Source: an optimization exercise on an open RTL-to-GDS flow (aim: small area, a short achievable clock period and few clock cycles per item). Production flows keep margins and buffers that such runs may drop.
The RTL was checked by simulation tests, not by an equivalence proof against the original design.
No activity file was given, so power comes from the tool's default toggle rates.

==> run A: inputs <==
// exec_unit
module exec_unit (
  input  logic        clk,
  input  logic        reset,
  input  logic        valid_in,
  input  logic [3:0]  Aluop,
  input  logic [1:0]  SHTOp,
  input  logic [31:0] srca,
  input  logic [31:0] srcb,
  input  logic [4:0]  shamt,
  input  logic        shvar,
  input  logic        mfhi,
  input  logic        mflo,
  output logic [31:0] result,
  output logic        valid_out,
  output logic        overflow,
  output logic        busy,
  output logic [31:0] hi,
  output logic [31:0] lo
);
  localparam logic [3:0] OP_ADDU = 4'b0000;
  localparam logic [3:0] OP_ADD  = 4'b0001;
  localparam logic [3:0] OP_SUBU = 4'b0010;
  localparam logic [3:0] OP_SUB  = 4'b0011;
  localparam logic [3:0] OP_AND  = 4'b0100;
  localparam logic [3:0] OP_OR   = 4'b0101;
  localparam logic [3:0] OP_NOR  = 4'b0110;
  localparam logic [3:0] OP_XOR  = 4'b0111;
  localparam logic [3:0] OP_SLTU = 4'b1000;
  localparam logic [3:0] OP_SLT  = 4'b1001;
  localparam logic [3:0] OP_MULT = 4'b1010;
  localparam logic [3:0] OP_MULU = 4'b1011;
  localparam logic [3:0] OP_DIV  = 4'b1100;
  localparam logic [3:0] OP_DIVU = 4'b1101;
  localparam logic [3:0] OP_LUI  = 4'b1110;
  localparam logic [1:0] SH_SLL = 2'b01;
  ...
Settings: LEC_CHECK=0, CAP_MARGIN=20, CORE_MARGIN=2, CORE_UTILIZATION=40, SETUP_SLACK_MARGIN=2.5, SLEW_MARGIN=20, TNS_END_PERCENT=5; clock period 8.0 ns.
standard.sh (not shown) runs the stock make flow with config.mk's settings and CLKGATE_MAP_FILE= SYNTH_SCRIPT=/design/flow/synth_recipe.tcl, a recipe that flattens the netlist after the stock synthesis.
==> flow/flow/run.sh <==
#!/bin/bash
# The standard layout, with the ports buffered by sky130_fd_sc_hd__buf_2 rather
# than the cell buffer_ports picks by default (a clock delay buffer). The full
# output of the flow goes to flow_standard.log in this folder; ORFS's own
# per-step logs are under orfs/logs/.
set -euo pipefail
bash standard.sh "BUFFER_PORTS_ARGS=-buffer_cell sky130_fd_sc_hd__buf_2" finish > flow_standard.log 2>&1
==> inputs of run E, as changes to run A <==
--- a/flow/design.v
+++ b/flow/design.v
@@ -41,17 +41,17 @@
   logic        r_valid_out;
   logic        r_overflow;
   logic        r_busy;
   logic [31:0] r_hi;
   logic [31:0] r_lo;
   logic        r_neg_q;      
   logic        r_neg_r;      
   logic [31:0] r_a;          
-  logic [31:0] r_b;          
+  logic [32:0] r_b;          
   logic [3:0]  r_dig;        
   logic [4:0]  r_cnt;        
   logic [4:0]  w_amt;
   logic        w_is_md;
   logic        w_md_signed;
   logic        w_b_zero;
   logic [31:0] w_result;
   logic        w_overflow;
@@ -172,56 +172,56 @@
     f_bitlen = 6'd0;
     for (int i = 0; i < 32; i++)
       if (x[i]) f_bitlen = i + 1;
   endfunction
   logic [5:0]  w_la;
   logic [5:0]  w_lb;
   logic [5:0]  w_ldiff;
   assign w_la    = f_bitlen(r_hi);
-  assign w_lb    = f_bitlen(r_b);
+  assign w_lb    = f_bitlen(r_b[31:0]);
   assign w_ldiff = w_la - w_lb;
   logic [33:0] w_sub1;
   logic        w_q1;
   logic [31:0] w_rem1;
   logic [33:0] w_sub2;
   logic        w_q2;
   logic [31:0] w_rem2;
-  assign w_sub1 = {2'b00, r_hi} - {1'b0, r_b, 1'b0};
+  assign w_sub1 = {2'b00, r_hi} - {1'b0, r_b};
   assign w_q1   = !w_sub1[33];
   assign w_rem1 = w_q1 ? w_sub1[31:0] : r_hi;
-  assign w_sub2 = {2'b00, w_rem1} - {2'b00, r_b};
+  assign w_sub2 = {2'b00, w_rem1} - {2'b00, r_b[32:1]};
   assign w_q2   = !w_sub2[33];
   assign w_rem2 = w_q2 ? w_sub2[31:0] : w_rem1;
   always_ff @(posedge clk) begin
     r_result   <= w_result;
     r_overflow <= w_overflow;
   end
   always_ff @(posedge clk) begin
     r_valid_out <= 1'b0;
     case (r_state)
       S_IDLE: begin
         if (valid_in) begin
           if (w_is_md) begin
             r_neg_q <= w_sa ^ w_sb;
             r_neg_r <= w_sa;
             r_a     <= w_absa;
             if (Aluop[2]) begin
-              r_b  <= w_sb ? w_negb : srcb;
+              r_b  <= {1'b0, w_sb ? w_negb : srcb};
               r_lo <= w_b_zero ? 32'hFFFF_FFFF : 32'd0;
               if (w_b_zero)
                 r_hi <= srca;
               else
                 r_hi <= w_absa;
               if (!w_b_zero) begin
                 r_state <= S_DSET;
                 r_busy  <= 1'b1;
               end
             end else begin
-              r_b   <= w_bp;
+              r_b   <= {1'b0, w_bp};
               r_dig <= w_bp[4*w_mdig +: 4];
               if (w_sbp) begin
                 r_hi <= {32{!w_a_zero}};
                 r_lo <= w_sa ? srca : w_nega;
               end else begin
                 r_hi <= 32'd0;
                 r_lo <= 32'd0;
               end
@@ -249,25 +249,25 @@
         if (w_la < w_lb) begin
           if (r_neg_r) begin
             r_state <= S_FIX;
           end else begin
             r_state <= S_IDLE;
             r_busy  <= 1'b0;
           end
         end else begin
-          r_b     <= r_b << {w_ldiff[4:1], 1'b0};
+          r_b     <= r_b << {w_ldiff[4:1], 1'b1};
           r_cnt   <= {1'b0, w_ldiff[4:1]};
           r_state <= S_DIV;
         end
       end
       S_DIV: begin
         r_hi  <= w_rem2;
         r_lo  <= {r_lo[29:0], w_q1, w_q2};
-        r_b   <= {2'b00, r_b[31:2]};
+        r_b   <= {2'b00, r_b[32:2]};
         r_cnt <= r_cnt - 5'd1;
         if (r_cnt == 5'd0) begin
           if (r_neg_q || r_neg_r) begin
             r_state <= S_FIX;
           end else begin
             r_state <= S_IDLE;
             r_busy  <= 1'b0;
           end
Settings changed: TNS_END_PERCENT 5 to unset.
==> inputs of run R, as changes to run A <==
--- a/flow/design.v
+++ b/flow/design.v
@@ -41,17 +41,17 @@
   logic        r_valid_out;
   logic        r_overflow;
   logic        r_busy;
   logic [31:0] r_hi;
   logic [31:0] r_lo;
   logic        r_neg_q;      
   logic        r_neg_r;      
   logic [31:0] r_a;          
-  logic [31:0] r_b;          
+  logic [32:0] r_b;          
   logic [3:0]  r_dig;        
   logic [4:0]  r_cnt;        
   logic [4:0]  w_amt;
   logic        w_is_md;
   logic        w_md_signed;
   logic        w_b_zero;
   logic [31:0] w_result;
   logic        w_overflow;
@@ -160,68 +160,66 @@
   assign w_r2  = {31'd0, r_a & {32{w_dig[1]}}, 1'd0};
   assign w_r3  = {30'd0, r_a & {32{w_dig[2]}}, 2'd0};
   assign w_r4  = {29'd0, r_a & {32{w_dig[3]}}, 3'd0};
   assign w_l1  = f_csa(w_r1, w_r2, w_r3);
   assign w_l2  = f_csa(w_l1[63:0], w_l1[127:64], w_r4);
   assign w_l3  = f_csa(w_l2[63:0], w_l2[127:64], w_r0);
   logic [37:0] w_mul_low;
   assign w_mul_low  = {1'b0, w_l3[36:0]} + {1'b0, w_l3[100:64]};
-  logic [26:0] w_mul_up1;
-  assign w_mul_up1  = r_hi[27:1] + 27'd1;
-  assign w_mul_next = {w_mul_low[37] ? w_mul_up1 : r_hi[27:1], w_mul_low[36:0]};
+  assign w_mul_next = {r_hi[27:1] + {26'd0, w_mul_low[37]}, w_mul_low[36:0]};
   function automatic logic [5:0] f_bitlen(input logic [31:0] x);
     f_bitlen = 6'd0;
     for (int i = 0; i < 32; i++)
       if (x[i]) f_bitlen = i + 1;
   endfunction
   logic [5:0]  w_la;
   logic [5:0]  w_lb;
   logic [5:0]  w_ldiff;
   assign w_la    = f_bitlen(r_hi);
-  assign w_lb    = f_bitlen(r_b);
+  assign w_lb    = f_bitlen(r_b[31:0]);
   assign w_ldiff = w_la - w_lb;
   logic [33:0] w_sub1;
   logic        w_q1;
   logic [31:0] w_rem1;
   logic [33:0] w_sub2;
   logic        w_q2;
   logic [31:0] w_rem2;
-  assign w_sub1 = {2'b00, r_hi} - {1'b0, r_b, 1'b0};
+  assign w_sub1 = {2'b00, r_hi} - {1'b0, r_b};
   assign w_q1   = !w_sub1[33];
   assign w_rem1 = w_q1 ? w_sub1[31:0] : r_hi;
-  assign w_sub2 = {2'b00, w_rem1} - {2'b00, r_b};
+  assign w_sub2 = {2'b00, w_rem1} - {2'b00, r_b[32:1]};
   assign w_q2   = !w_sub2[33];
   assign w_rem2 = w_q2 ? w_sub2[31:0] : w_rem1;
   always_ff @(posedge clk) begin
     r_result   <= w_result;
     r_overflow <= w_overflow;
   end
   always_ff @(posedge clk) begin
     r_valid_out <= 1'b0;
     case (r_state)
       S_IDLE: begin
         if (valid_in) begin
           if (w_is_md) begin
             r_neg_q <= w_sa ^ w_sb;
             r_neg_r <= w_sa;
             r_a     <= w_absa;
             if (Aluop[2]) begin
-              r_b  <= w_sb ? w_negb : srcb;
+              r_b  <= {1'b0, w_sb ? w_negb : srcb};
               r_lo <= w_b_zero ? 32'hFFFF_FFFF : 32'd0;
               if (w_b_zero)
                 r_hi <= srca;
               else
                 r_hi <= w_absa;
               if (!w_b_zero) begin
                 r_state <= S_DSET;
                 r_busy  <= 1'b1;
               end
             end else begin
-              r_b   <= w_bp;
+              r_b   <= {1'b0, w_bp};
               r_dig <= w_bp[4*w_mdig +: 4];
               if (w_sbp) begin
                 r_hi <= {32{!w_a_zero}};
                 r_lo <= w_sa ? srca : w_nega;
               end else begin
                 r_hi <= 32'd0;
                 r_lo <= 32'd0;
               end
@@ -249,25 +247,25 @@
         if (w_la < w_lb) begin
           if (r_neg_r) begin
             r_state <= S_FIX;
           end else begin
             r_state <= S_IDLE;
             r_busy  <= 1'b0;
           end
         end else begin
-          r_b     <= r_b << {w_ldiff[4:1], 1'b0};
+          r_b     <= r_b << {w_ldiff[4:1], 1'b1};
           r_cnt   <= {1'b0, w_ldiff[4:1]};
           r_state <= S_DIV;
         end
       end
       S_DIV: begin
         r_hi  <= w_rem2;
         r_lo  <= {r_lo[29:0], w_q1, w_q2};
-        r_b   <= {2'b00, r_b[31:2]};
+        r_b   <= {2'b00, r_b[32:2]};
         r_cnt <= r_cnt - 5'd1;
         if (r_cnt == 5'd0) begin
           if (r_neg_q || r_neg_r) begin
             r_state <= S_FIX;
           end else begin
             r_state <= S_IDLE;
             r_busy  <= 1'b0;
           end
==> flow/run.sh (new file) <==
#!/bin/bash
# synth_recipe.tcl (not shown) runs the flow's synth.tcl, then flattens the netlist and writes it again
# the make line also repeats each setting of config.mk as NAME=value (left out here)
make -C /OpenROAD-flow-scripts/flow DESIGN_CONFIG=/design/flow/config.mk WORK_HOME=/design/flow/orfs CLKGATE_MAP_FILE= SYNTH_SCRIPT=/design/flow/synth_recipe.tcl finish
Settings changed: TNS_END_PERCENT 5 to unset.
removed: flow/flow/run.sh
removed: flow/standard.sh
==> inputs of run F, as changes to run A <==
==> flow/design.v (replaced) <==
module exec_unit (
  input  logic        clk,
  input  logic        reset,
  input  logic        valid_in,
  input  logic [3:0]  Aluop,
  input  logic [1:0]  SHTOp,
  input  logic [31:0] srca,
  input  logic [31:0] srcb,
  input  logic [4:0]  shamt,
  input  logic        shvar,
  input  logic        mfhi,
  input  logic        mflo,
  output logic [31:0] result,
  output logic        valid_out,
  output logic        overflow,
  output logic        busy,
  output logic [31:0] hi,
  output logic [31:0] lo
);
  localparam logic [3:0] OP_ADDU = 4'b0000;
  localparam logic [3:0] OP_ADD  = 4'b0001;
  localparam logic [3:0] OP_SUBU = 4'b0010;
  localparam logic [3:0] OP_SUB  = 4'b0011;
  localparam logic [3:0] OP_AND  = 4'b0100;
  localparam logic [3:0] OP_OR   = 4'b0101;
  localparam logic [3:0] OP_NOR  = 4'b0110;
  localparam logic [3:0] OP_XOR  = 4'b0111;
  localparam logic [3:0] OP_SLTU = 4'b1000;
  localparam logic [3:0] OP_SLT  = 4'b1001;
  localparam logic [3:0] OP_MULT = 4'b1010;
  localparam logic [3:0] OP_MULU = 4'b1011;
  localparam logic [3:0] OP_DIV  = 4'b1100;
  localparam logic [3:0] OP_DIVU = 4'b1101;
  localparam logic [3:0] OP_LUI  = 4'b1110;
  localparam logic [1:0] SH_SLL = 2'b01;
  localparam logic [1:0] SH_SRL = 2'b10;
  localparam logic [1:0] SH_SRA = 2'b11;
  typedef enum logic [2:0] {S_IDLE, S_MUL, S_DSET, S_DIV, S_FIX} state_t;
  state_t      r_state;
  logic [31:0] r_result;
  logic        r_valid_out;
  logic        r_overflow;
  logic        r_busy;
  logic [31:0] r_hi;
  logic [31:0] r_lo;
  logic        r_neg_q;      
  logic        r_neg_r;      
  logic [31:0] r_a;          
  logic [31:0] r_b;          
  logic [4:0]  r_cnt;        
  logic [4:0]  w_amt;
  logic        w_is_md;
  logic        w_md_signed;
  logic        w_b_zero;
  logic [31:0] w_sum;
  logic [31:0] w_diff;
  logic [31:0] w_result;
  logic        w_overflow;
  logic [2:0]  w_mdig;
  logic [31:0] w_nega;
  logic [31:0] w_negb;
  logic [31:0] w_absa;
  logic        w_sa;
  logic        w_sb;
  logic        w_sbp;
  logic        w_a_zero;
  assign w_amt       = shvar ? srca[4:0] : shamt;
  assign w_sum       = srca + srcb;
  assign w_diff      = srca - srcb;
  assign w_md_signed = !Aluop[0];
  assign w_b_zero    = (srcb == 32'd0);
  assign w_a_zero    = (srca == 32'd0);
  assign w_nega      = 32'd0 - srca;
  assign w_negb      = 32'd0 - srcb;
  assign w_sa        = w_md_signed && srca[31];
  assign w_sb        = w_md_signed && srcb[31];
  assign w_absa      = w_sa ? w_nega : srca;
  assign w_sbp       = w_sa ? (!w_b_zero && !srcb[31]) : w_sb;
  assign w_is_md     = !mfhi && !mflo && (SHTOp == 2'b00) &&
                       ((Aluop == OP_MULT) || (Aluop == OP_MULU) ||
                        (Aluop == OP_DIV)  || (Aluop == OP_DIVU));
  always_comb begin
    logic [31:0] m;
    logic        z, o, nz, fits;
    w_mdig = 3'd7;
    for (int n = 7; n >= 1; n--) begin
      m    = 32'hFFFF_FFFF << (4*n);
      z    = (srcb & m) == 32'd0;
      o    = (srcb & m) == m;
      nz   = (srcb & ~m) != 32'd0;
      if (!w_md_signed)  fits = z;
      else if (!srcb[31]) fits = z;
      else if (w_sa)      fits = o && nz;
      else                fits = o;
      if (fits) w_mdig = n - 1;
    end
  end
  always_comb begin
    w_result   = 32'd0;
    w_overflow = 1'b0;
    if (mfhi) begin
      w_result = r_hi;
    end else if (mflo) begin
      w_result = r_lo;
    end else if (SHTOp != 2'b00) begin
      case (SHTOp)
        SH_SLL:  w_result = srcb << w_amt;
        SH_SRL:  w_result = srcb >> w_amt;
        SH_SRA:  w_result = $unsigned($signed(srcb) >>> w_amt);
        default: w_result = 32'd0;
      endcase
    end else begin
      case (Aluop)
        OP_ADDU: w_result = w_sum;
        OP_ADD: begin
          w_result   = w_sum;
          w_overflow = (srca[31] == srcb[31]) && (w_sum[31] != srca[31]);
        end
        OP_SUBU: w_result = w_diff;
        OP_SUB: begin
          w_result   = w_diff;
          w_overflow = (srca[31] != srcb[31]) && (w_diff[31] != srca[31]);
        end
        OP_AND:  w_result = srca & srcb;
        OP_OR:   w_result = srca | srcb;
        OP_NOR:  w_result = ~(srca | srcb);
        OP_XOR:  w_result = srca ^ srcb;
        OP_SLTU: w_result = {31'd0, (srca < srcb)};
        OP_SLT:  w_result = {31'd0, ($signed(srca) < $signed(srcb))};
        OP_LUI:  w_result = {srcb[15:0], 16'h0000};
        default: w_result = 32'd0;
      endcase
    end
  end
  function automatic logic [127:0] f_csa(input logic [63:0] x, input logic [63:0] y,
                                         input logic [63:0] z);
    f_csa = {((x & y) | (x & z) | (y & z)) << 1, x ^ y ^ z};
  endfunction
  logic [3:0]   w_dig;
  logic [63:0]  w_r0, w_r1, w_r2, w_r3, w_r4;
  logic [127:0] w_l1, w_l2, w_l3;
  logic [63:0]  w_mul_next;
  assign w_dig = r_b[4*r_cnt[2:0] +: 4];
  assign w_r0  = {r_hi[27:0], r_lo, 4'd0};
  assign w_r1  = {32'd0, r_a & {32{w_dig[0]}}};
  assign w_r2  = {31'd0, r_a & {32{w_dig[1]}}, 1'd0};
  assign w_r3  = {30'd0, r_a & {32{w_dig[2]}}, 2'd0};
  assign w_r4  = {29'd0, r_a & {32{w_dig[3]}}, 3'd0};
  assign w_l1  = f_csa(w_r1, w_r2, w_r3);
  assign w_l2  = f_csa(w_l1[63:0], w_l1[127:64], w_r4);
  assign w_l3  = f_csa(w_l2[63:0], w_l2[127:64], w_r0);
  assign w_mul_next = w_l3[63:0] + w_l3[127:64];
  function automatic logic [5:0] f_bitlen(input logic [31:0] x);
    f_bitlen = 6'd0;
    for (int i = 0; i < 32; i++)
      if (x[i]) f_bitlen = i + 1;
  endfunction
  logic [5:0]  w_la;
  logic [5:0]  w_lb;
  logic [5:0]  w_ldiff;
  assign w_la    = f_bitlen(r_hi);
  assign w_lb    = f_bitlen(r_b);
  assign w_ldiff = w_la - w_lb;
  logic [32:0] w_rem_sub;
  logic        w_q_bit;
  assign w_rem_sub = {1'b0, r_hi} - {1'b0, r_b};
  assign w_q_bit   = !w_rem_sub[32];
  always_ff @(posedge clk) begin
    r_valid_out <= 1'b0;
    case (r_state)
      S_IDLE: begin
        if (valid_in) begin
          if (w_is_md) begin
            r_neg_q <= w_sa ^ w_sb;
            r_neg_r <= w_sa;
            r_a     <= w_absa;
            if (Aluop[2]) begin
              r_b  <= w_sb ? w_negb : srcb;
              r_lo <= w_b_zero ? 32'hFFFF_FFFF : 32'd0;
              if (w_b_zero)
                r_hi <= srca;
              else
                r_hi <= w_absa;
              if (!w_b_zero) begin
                r_state <= S_DSET;
                r_busy  <= 1'b1;
              end
            end else begin
              r_b   <= w_sa ? w_negb : srcb;
              if (w_sbp) begin
                r_hi <= {32{!w_a_zero}};
                r_lo <= w_sa ? srca : w_nega;
              end else begin
                r_hi <= 32'd0;
                r_lo <= 32'd0;
              end
              r_cnt <= {2'b00, w_mdig};
              if (!w_b_zero) begin
                r_state <= S_MUL;
                r_busy  <= 1'b1;
              end
            end
          end else begin
            r_result    <= w_result;
            r_overflow  <= w_overflow;
            r_valid_out <= 1'b1;
          end
        end
      end
      S_MUL: begin
        {r_hi, r_lo} <= w_mul_next;
        r_cnt <= r_cnt - 5'd1;
        if (r_cnt[2:0] == 3'd0) begin
          r_state <= S_IDLE;
          r_busy  <= 1'b0;
        end
      end
      S_DSET: begin
        if (w_la < w_lb) begin
          if (r_neg_r) begin
            r_state <= S_FIX;
          end else begin
            r_state <= S_IDLE;
            r_busy  <= 1'b0;
          end
        end else begin
          r_b     <= r_b << w_ldiff[4:0];
          r_cnt   <= w_ldiff[4:0];
          r_state <= S_DIV;
        end
      end
      S_DIV: begin
        if (w_q_bit) r_hi <= w_rem_sub[31:0];
        r_lo  <= {r_lo[30:0], w_q_bit};
        r_b   <= {1'b0, r_b[31:1]};
        r_cnt <= r_cnt - 5'd1;
        if (r_cnt == 5'd0) begin
          if (r_neg_q || r_neg_r) begin
            r_state <= S_FIX;
          end else begin
            r_state <= S_IDLE;
            r_busy  <= 1'b0;
          end
        end
      end
      S_FIX: begin
        if (r_neg_r) r_hi <= 32'd0 - r_hi;
        if (r_neg_q) r_lo <= 32'd0 - r_lo;
        r_state <= S_IDLE;
        r_busy  <= 1'b0;
      end
      default: begin
        r_state <= S_IDLE;
        r_busy  <= 1'b0;
      end
    endcase
    if (reset) begin
      r_state     <= S_IDLE;
      r_valid_out <= 1'b0;
      r_busy      <= 1'b0;
      r_hi        <= 32'd0;
      r_lo        <= 32'd0;
    end
  end
  assign result    = r_result;
  assign valid_out = r_valid_out;
  assign overflow  = r_overflow;
  assign busy      = r_busy;
  assign hi        = r_hi;
  assign lo        = r_lo;
endmodule
==> flow/run.sh (new file) <==
#!/bin/bash
# synth_recipe.tcl (not shown) runs the flow's synth.tcl, then flattens the netlist and writes it again
# the make line also repeats each setting of config.mk as NAME=value (left out here)
make -C /OpenROAD-flow-scripts/flow DESIGN_CONFIG=/design/flow/config.mk WORK_HOME=/design/flow/orfs CLKGATE_MAP_FILE= SYNTH_SCRIPT=/design/flow/synth_recipe.tcl finish
Settings changed: SETUP_SLACK_MARGIN 2.5 to unset, TNS_END_PERCENT 5 to unset.
removed: flow/flow/run.sh
removed: flow/standard.sh
==> notes <==
- Run A produced a clean layout. Run E produced a clean layout. Run F completed without violations. Run R completed with no timing, DRC or antenna violations.
- Against run R, the power of run A is lower by 71%.
- Clock skew, highest first: run A, run R, run E, run F.
- First-iteration DRC count, highest first: run E, run F, run A, run R.
- Between run R and run F, the lower hold slack is in run R (gap 0.0043 ns).
- Against run E, the count of clock-buffer cells in the layout of run A is higher by 1.
- Between run F and run E, the lower sequential power is in run F (gap about 6%, measured against run E).
- Between run F and run E, the lower maximum frequency is in run F (gap 23%, measured against run E).
Testbench counts of run A, summed over its fixed seeds: cycles 5,965, ops 3,216.
Testbench counts of run E, summed over its fixed seeds: cycles 5,965, ops 3,216.
Testbench counts of run R, summed over its fixed seeds: cycles 5,965, ops 3,216.
Testbench counts of run F, summed over its fixed seeds: cycles 6,762, ops 3,216.

port drivers added, routing unchanged:
No port has a modelled driver above. Below, the same layouts with a new extraction and two added sets of constraints.
Step 1 assumes that a clkbuf_16 drives the clock port and a buf_2 every other input.
Step 2 moves the port delays by t, midway between the first and last clock arrival at a register: inputs arrive t later, outputs are due t later. That takes back most of the time a late clock gives input paths.
Three values: ideal ports, drivers, drivers and shift; two values: the first two.
run	shift t [ns]	setup WS [ns]	worst data-port slew with drivers (ns)	pins driven straight from the clock port
run A	0.578	2.425 / 2.425 / 1.872	0.11	1
run E	0.568	2.405 / 2.405 / 1.966	0.09	1
run R	0.585	2.099 / 2.099 / 1.898	0.06	1
run F	0.579	0.734 / 0.734 / 0.734	0.05	1
After both steps setup and hold are still met in every run listed. The setup slack of run A, which loses most, moves by 0.000 ns with the drivers and by -0.553 ns with both steps.
